Context: an optimization exercise on an open-source flow, tuned for small area. The choices shown serve that exercise and are no tape-out recipe.
In this exercise RTL edits were held to simulation tests only and were not proved equivalent to the original.
Power and IR drop assume default switching activity.

## old
Design servoRegSystem, start of the top module:
module servoRegSystem #(
	parameter int unsigned PERIOD_CYCLES = 500000,
	parameter int unsigned PULSE_BASE = 25000,
	parameter int unsigned PULSE_STEP = 6250,
	parameter int unsigned TICK_DIVIDE = 500
) (
	input logic clock,
	input logic rstN,
	input logic writeEnable,
	input logic clearRegs,
	input servoRegPkg::regAddrT writeAddr,
	input servoRegPkg::regAddrT readAddrA,
	input servoRegPkg::regAddrT readAddrB,
	input servoRegPkg::dataT writeData,
	input servoRegPkg::adcSampleT adcSample,
	input logic rest,
	input logic active,
	output servoRegPkg::dataT readDataA,
	output servoRegPkg::dataT readDataB,
	output logic servoOut,
	output servoRegPkg::displayT displayWord
);
	logic adcReady;
	servoRegPkg::servoCaseT servoCase;
	ioRegFile ioRegFile_inst (
		.clock(clock),
		.rstN(rstN),
		.writeEnable(writeEnable),
		.clearRegs(clearRegs),
		.writeAddr(writeAddr),
		.readAddrA(readAddrA),
		.readAddrB(readAddrB),
  ...
For scale: about 3200 cells after synthesis, ~930 flip-flops, ~140 I/O pins, ~38000 um2 of cells after synthesis.
==> flow/config.mk <==
export PLATFORM = sky130hd
export DESIGN_NAME = servoRegSystem
export DESIGN_NICKNAME = servoRegSystem
export VERILOG_FILES = /design/flow/design.v
export SDC_FILE = /design/flow/constraint.sdc
export NUM_CORES = 4
export LEC_CHECK = 0
export CAP_MARGIN = 20
export CORE_MARGIN = 2
export CORE_UTILIZATION = 55
export SLEW_MARGIN = 20
export SYNTH_HIERARCHICAL = 1
export SYNTH_MINIMUM_KEEP_SIZE = 0
==> flow/constraint.sdc <==
create_clock -name core_clock -period 10.0 [get_ports {clock}]
set_input_delay 2.0000 -clock core_clock [delete_from_list [all_inputs] [get_ports {clock}]]
set_output_delay 2.0000 -clock core_clock [all_outputs]
set_load 0.01 [all_outputs]
standard.sh (not shown) runs the stock make flow with config.mk's settings and CLKGATE_MAP_FILE= SYNTH_SCRIPT=/design/flow/synth_recipe.tcl, a recipe that flattens the netlist after the stock synthesis.
==> flow/flow/run.sh <==
#!/bin/bash
# Standard ORFS layout (the standard.sh, standard synthesis unchanged) with two
# changes: port buffers are buf_1 instead of the default pick, and clock tree synthesis
# uses clkbuf_8 with larger sink clusters and no dummy loads. Each ORFS step keeps its own log under orfs/logs; make's
# output goes to make_synth.log and make_layout.log here.
set -euo pipefail
CTS="-sink_clustering_enable -repair_clock_nets -dont_use_dummy_load -buf_list sky130_fd_sc_hd__clkbuf_8 -sink_clustering_size 16 -sink_clustering_max_diameter 100"
bash standard.sh synth > make_synth.log 2>&1
bash standard.sh \
	"CTS_ARGS=$CTS" \
	"BUFFER_PORTS_ARGS=-buffer_cell sky130_fd_sc_hd__buf_1" \
	finish > make_layout.log 2>&1
## Diff of input files: new against old
==> flow/flow/run.sh <==
#!/bin/bash
# Standard ORFS layout (the standard.sh, standard synthesis unchanged) with three
# changes: after floorplan, combinational cells go to their smallest drive strength
# (flow/downsize.tcl; later repair upsizes or buffers where needed); port buffers are buf_1
# instead of the default pick; and clock tree synthesis uses clkbuf_8 with larger sink
# clusters and no dummy loads. Each ORFS step keeps its own log under orfs/logs; make's
# output goes to make_synth.log and make_layout.log here.
set -euo pipefail
HERE=$(pwd)
CTS="-sink_clustering_enable -repair_clock_nets -dont_use_dummy_load -buf_list sky130_fd_sc_hd__clkbuf_8 -sink_clustering_size 14 -sink_clustering_max_diameter 100"
bash standard.sh synth > make_synth.log 2>&1
bash standard.sh \
	"POST_FLOORPLAN_TCL=$HERE/flow/downsize.tcl" \
	"CTS_ARGS=$CTS" \
	"BUFFER_PORTS_ARGS=-buffer_cell sky130_fd_sc_hd__buf_1" \
	finish > make_layout.log 2>&1
==> flow/flow/downsize.tcl (new file) <==
# Before placement: put each combinational cell on the smallest-area variant of its own
# function (same name stem, other drive strength; the strongest of those if several have
# that area); placement's and later repair_design
# upsize or buffer again where slew, capacitance or timing need it. Flip-flops keep their
# cells.
set swapped 0
set saved 0.0
foreach inst [get_cells *] {
  set ref [get_property $inst ref_name]
  if {![regexp {^sky130_fd_sc_hd__([a-z0-9]+)_([0-9]+)$} $ref -> stem drive]} { continue }
  if {[regexp {^(df|edf|sdf|dl|tap|fill|decap|conb|clk)} $stem]} { continue }
  set cur [get_lib_cells */$ref]
  set best $cur
  set best_area [get_property $cur area]
  set best_drive $drive
  foreach cand [get_lib_cells */sky130_fd_sc_hd__${stem}_*] {
    set cname [get_property $cand name]
    if {![regexp "^sky130_fd_sc_hd__${stem}_(\[0-9\]+)\$" $cname -> cdrive]} { continue }
    if {[get_property $cand dont_use]} { continue }
    set a [get_property $cand area]
    if {$a < $best_area - 1e-6 || (abs($a - $best_area) < 1e-6 && $cdrive > $best_drive)} {
      set best $cand; set best_area $a; set best_drive $cdrive
    }
  }
  if {[get_property $best name] ne $ref} {
    set saved [expr {$saved + [get_property $cur area] - $best_area}]
    replace_cell $inst $best
    incr swapped
  }
}
puts "downsize.tcl: swapped $swapped cells, [format %.1f $saved] um2 less"
new: full flow OK, the timing, design-rule and antenna checks passed
[new] power density over the cells rose about 1.2% relative to old
Flip-flop and latch count: old vs new, no meaningful difference
Between new and old, setup slack is higher for new, old comes in under that.
The final reports for new and old show met3 track demand over resource higher in the former.
Relative to old, the post-route fraction of the period consumed by the critical path of new is lower by 4.5 points.
Taking old as the reference, in new minimum clock period after layout now smaller; cell-internal power now larger.

* * *

Another version of the RTL of servoRegSystem (not shown whole).
For scale: ~3,300 cells after synthesis, roughly 930 flip-flops, about 140 I/O pins.
export LEC_CHECK = 0
export CAP_MARGIN = 20
export CORE_MARGIN = 2
export CORE_UTILIZATION = 65
export SLEW_MARGIN = 20
export SYNTH_HIERARCHICAL = 1
export SYNTH_MINIMUM_KEEP_SIZE = 0
create_clock -name core_clock -period 10.0 [get_ports {clock}]
==> flow/flow/run.sh <==
#!/bin/bash
# Standard ORFS layout (the standard.sh, standard synthesis unchanged) with four
# changes: after floorplan, combinational cells go to their smallest drive strength
# (flow/downsize.tcl; later repair upsizes or buffers where needed); port buffers are buf_1
# instead of the default pick; timing-driven global placement does not keep the buffers
# its early repair_design adds (the repair after placement sizes nets on the final
# placement instead); and clock tree synthesis uses clkbuf_8 with larger sink clusters and
# no dummy loads. Each ORFS step keeps its own log under orfs/logs; make's
# output goes to make_synth.log and make_layout.log here.
set -euo pipefail
HERE=$(pwd)
CTS="-sink_clustering_enable -repair_clock_nets -dont_use_dummy_load -buf_list sky130_fd_sc_hd__clkbuf_8 -sink_clustering_size 16 -sink_clustering_max_diameter 60"
bash standard.sh synth > make_synth.log 2>&1
bash standard.sh \
	"POST_FLOORPLAN_TCL=$HERE/flow/downsize.tcl" \
	"CTS_ARGS=$CTS" \
	"BUFFER_PORTS_ARGS=-buffer_cell sky130_fd_sc_hd__buf_1" \
	GPL_KEEP_OVERFLOW=0 \
	finish > make_layout.log 2>&1
==> flow/flow/downsize.tcl <==
# Before placement: put each combinational cell on the smallest-area variant of its own
# function (same name stem, other drive strength; the strongest of those if several have
# that area); placement's and later repair_design
# upsize or buffer again where slew, capacitance or timing need it. Flip-flops keep their
# cells.
set swapped 0
set saved 0.0
foreach inst [get_cells *] {
  set ref [get_property $inst ref_name]
  if {![regexp {^sky130_fd_sc_hd__([a-z0-9]+)_([0-9]+)$} $ref -> stem drive]} { continue }
  if {[regexp {^(df|edf|sdf|dl|tap|fill|decap|conb|clk)} $stem]} { continue }
  set cur [get_lib_cells */$ref]
  set best $cur
  set best_area [get_property $cur area]
  set best_drive $drive
  foreach cand [get_lib_cells */sky130_fd_sc_hd__${stem}_*] {
    set cname [get_property $cand name]
    if {![regexp "^sky130_fd_sc_hd__${stem}_(\[0-9\]+)\$" $cname -> cdrive]} { continue }
    if {[get_property $cand dont_use]} { continue }
    set a [get_property $cand area]
    if {$a < $best_area - 1e-6 || (abs($a - $best_area) < 1e-6 && $cdrive > $best_drive)} {
      set best $cand; set best_area $a; set best_drive $cdrive
    }
  }
  if {[get_property $best name] ne $ref} {
    set saved [expr {$saved + [get_property $cur area] - $best_area}]
    replace_cell $inst $best
    incr swapped
  }
}
puts "downsize.tcl: swapped $swapped cells, [format %.1f $saved] um2 less"
The starting point finished with timing, DRC and antenna clean.
Change:
--- a/flow/flow/run.sh
+++ b/flow/flow/run.sh
@@ -10,5 +10,5 @@
 set -euo pipefail
 HERE=$(pwd)
-CTS="-sink_clustering_enable -repair_clock_nets -dont_use_dummy_load -buf_list sky130_fd_sc_hd__clkbuf_8 -sink_clustering_size 16 -sink_clustering_max_diameter 60"
+CTS="-sink_clustering_enable -repair_clock_nets -dont_use_dummy_load -buf_list sky130_fd_sc_hd__clkbuf_8 -sink_clustering_size 14 -sink_clustering_max_diameter 60"
 bash standard.sh synth > make_synth.log 2>&1
 bash standard.sh \
--- a/flow/config.mk
+++ b/flow/config.mk
@@ -8,5 +8,5 @@
 export CAP_MARGIN = 20
 export CORE_MARGIN = 2
-export CORE_UTILIZATION = 65
+export CORE_UTILIZATION = 55
 export SLEW_MARGIN = 20
 export SYNTH_HIERARCHICAL = 1
=> Area after synthesis stays the same; via count drops by 1.5%; utilization is lower by 10 points; clock power increases by about 5%; non-clock buffer count drops by 1; hold slack gets worse by 0.0063 ns.
Change:
==> flow/flow/run.sh (replaced) <==
#!/bin/bash
# Standard ORFS layout (the standard.sh, standard synthesis unchanged) with three
# changes: after floorplan, combinational cells go to their smallest drive strength
# (flow/downsize.tcl; later repair upsizes or buffers where needed); port buffers are buf_1
# instead of the default pick; and clock tree synthesis uses clkbuf_8 with larger sink
# clusters and no dummy loads. Each ORFS step keeps its own log under orfs/logs; make's
# output goes to make_synth.log and make_layout.log here.
set -euo pipefail
HERE=$(pwd)
CTS="-sink_clustering_enable -repair_clock_nets -dont_use_dummy_load -buf_list sky130_fd_sc_hd__clkbuf_8 -sink_clustering_size 14 -sink_clustering_max_diameter 100"
bash standard.sh synth > make_synth.log 2>&1
bash standard.sh \
	"POST_FLOORPLAN_TCL=$HERE/flow/downsize.tcl" \
	"CTS_ARGS=$CTS" \
	"BUFFER_PORTS_ARGS=-buffer_cell sky130_fd_sc_hd__buf_1" \
	finish > make_layout.log 2>&1
What happened:
- The changed run completed without violations
- worst setup slack gets better by 0.026 ns
- area after synthesis stays the same
- combinational power is higher slightly
- cell area increases slightly
- total power stays flat
- clock power barely changes
- synthesized cell count stays the same
- global-route usage rose by 0.10 points
- die area does not change

-- port drivers added, routing unchanged --
Ports are ideal in the flow. The routed layouts listed here were re-timed in OpenROAD.
Step 1 sets driving cells, clkbuf_16 on the clock port and buf_2 on the other inputs (assumed; they add their load-dependent delay and slew).
Step 2, shift: input delay + t, output delay - t, t = (earliest + latest rising clock arrival at the registers) / 2. This alone moves slack from input paths to output paths.
a / b / c = ideal ports / drivers / drivers and shift; a / b = the first two.
| run | t, ns | setup WS [ns] | clock arrival spread, ns | worst register clock-pin slew, ns | cell pins on the clock port's net |
|---|---|---|---|---|---|
| old | 0.762 | 2.770 / 2.744 / 2.744 | 0.069 / 0.069 | 0.12 / 0.12 | 1 |
| new | 0.760 | 3.221 / 3.192 / 3.192 | 0.073 / 0.073 | 0.10 / 0.10 | 1 |
| the first run of note 2 | 0.759 | 2.647 / 2.623 / 2.623 | 0.074 / 0.074 | 0.11 / 0.11 | 1 |
| the second run of note 2 | 0.759 | 2.829 / 2.801 / 2.801 | 0.070 / 0.070 | 0.10 / 0.10 | 1 |
| the third run of note 2 | 0.756 | 2.855 / 2.826 / 2.826 | 0.086 / 0.086 | 0.10 / 0.10 | 1 |
After both steps setup and hold are still met in every run listed.
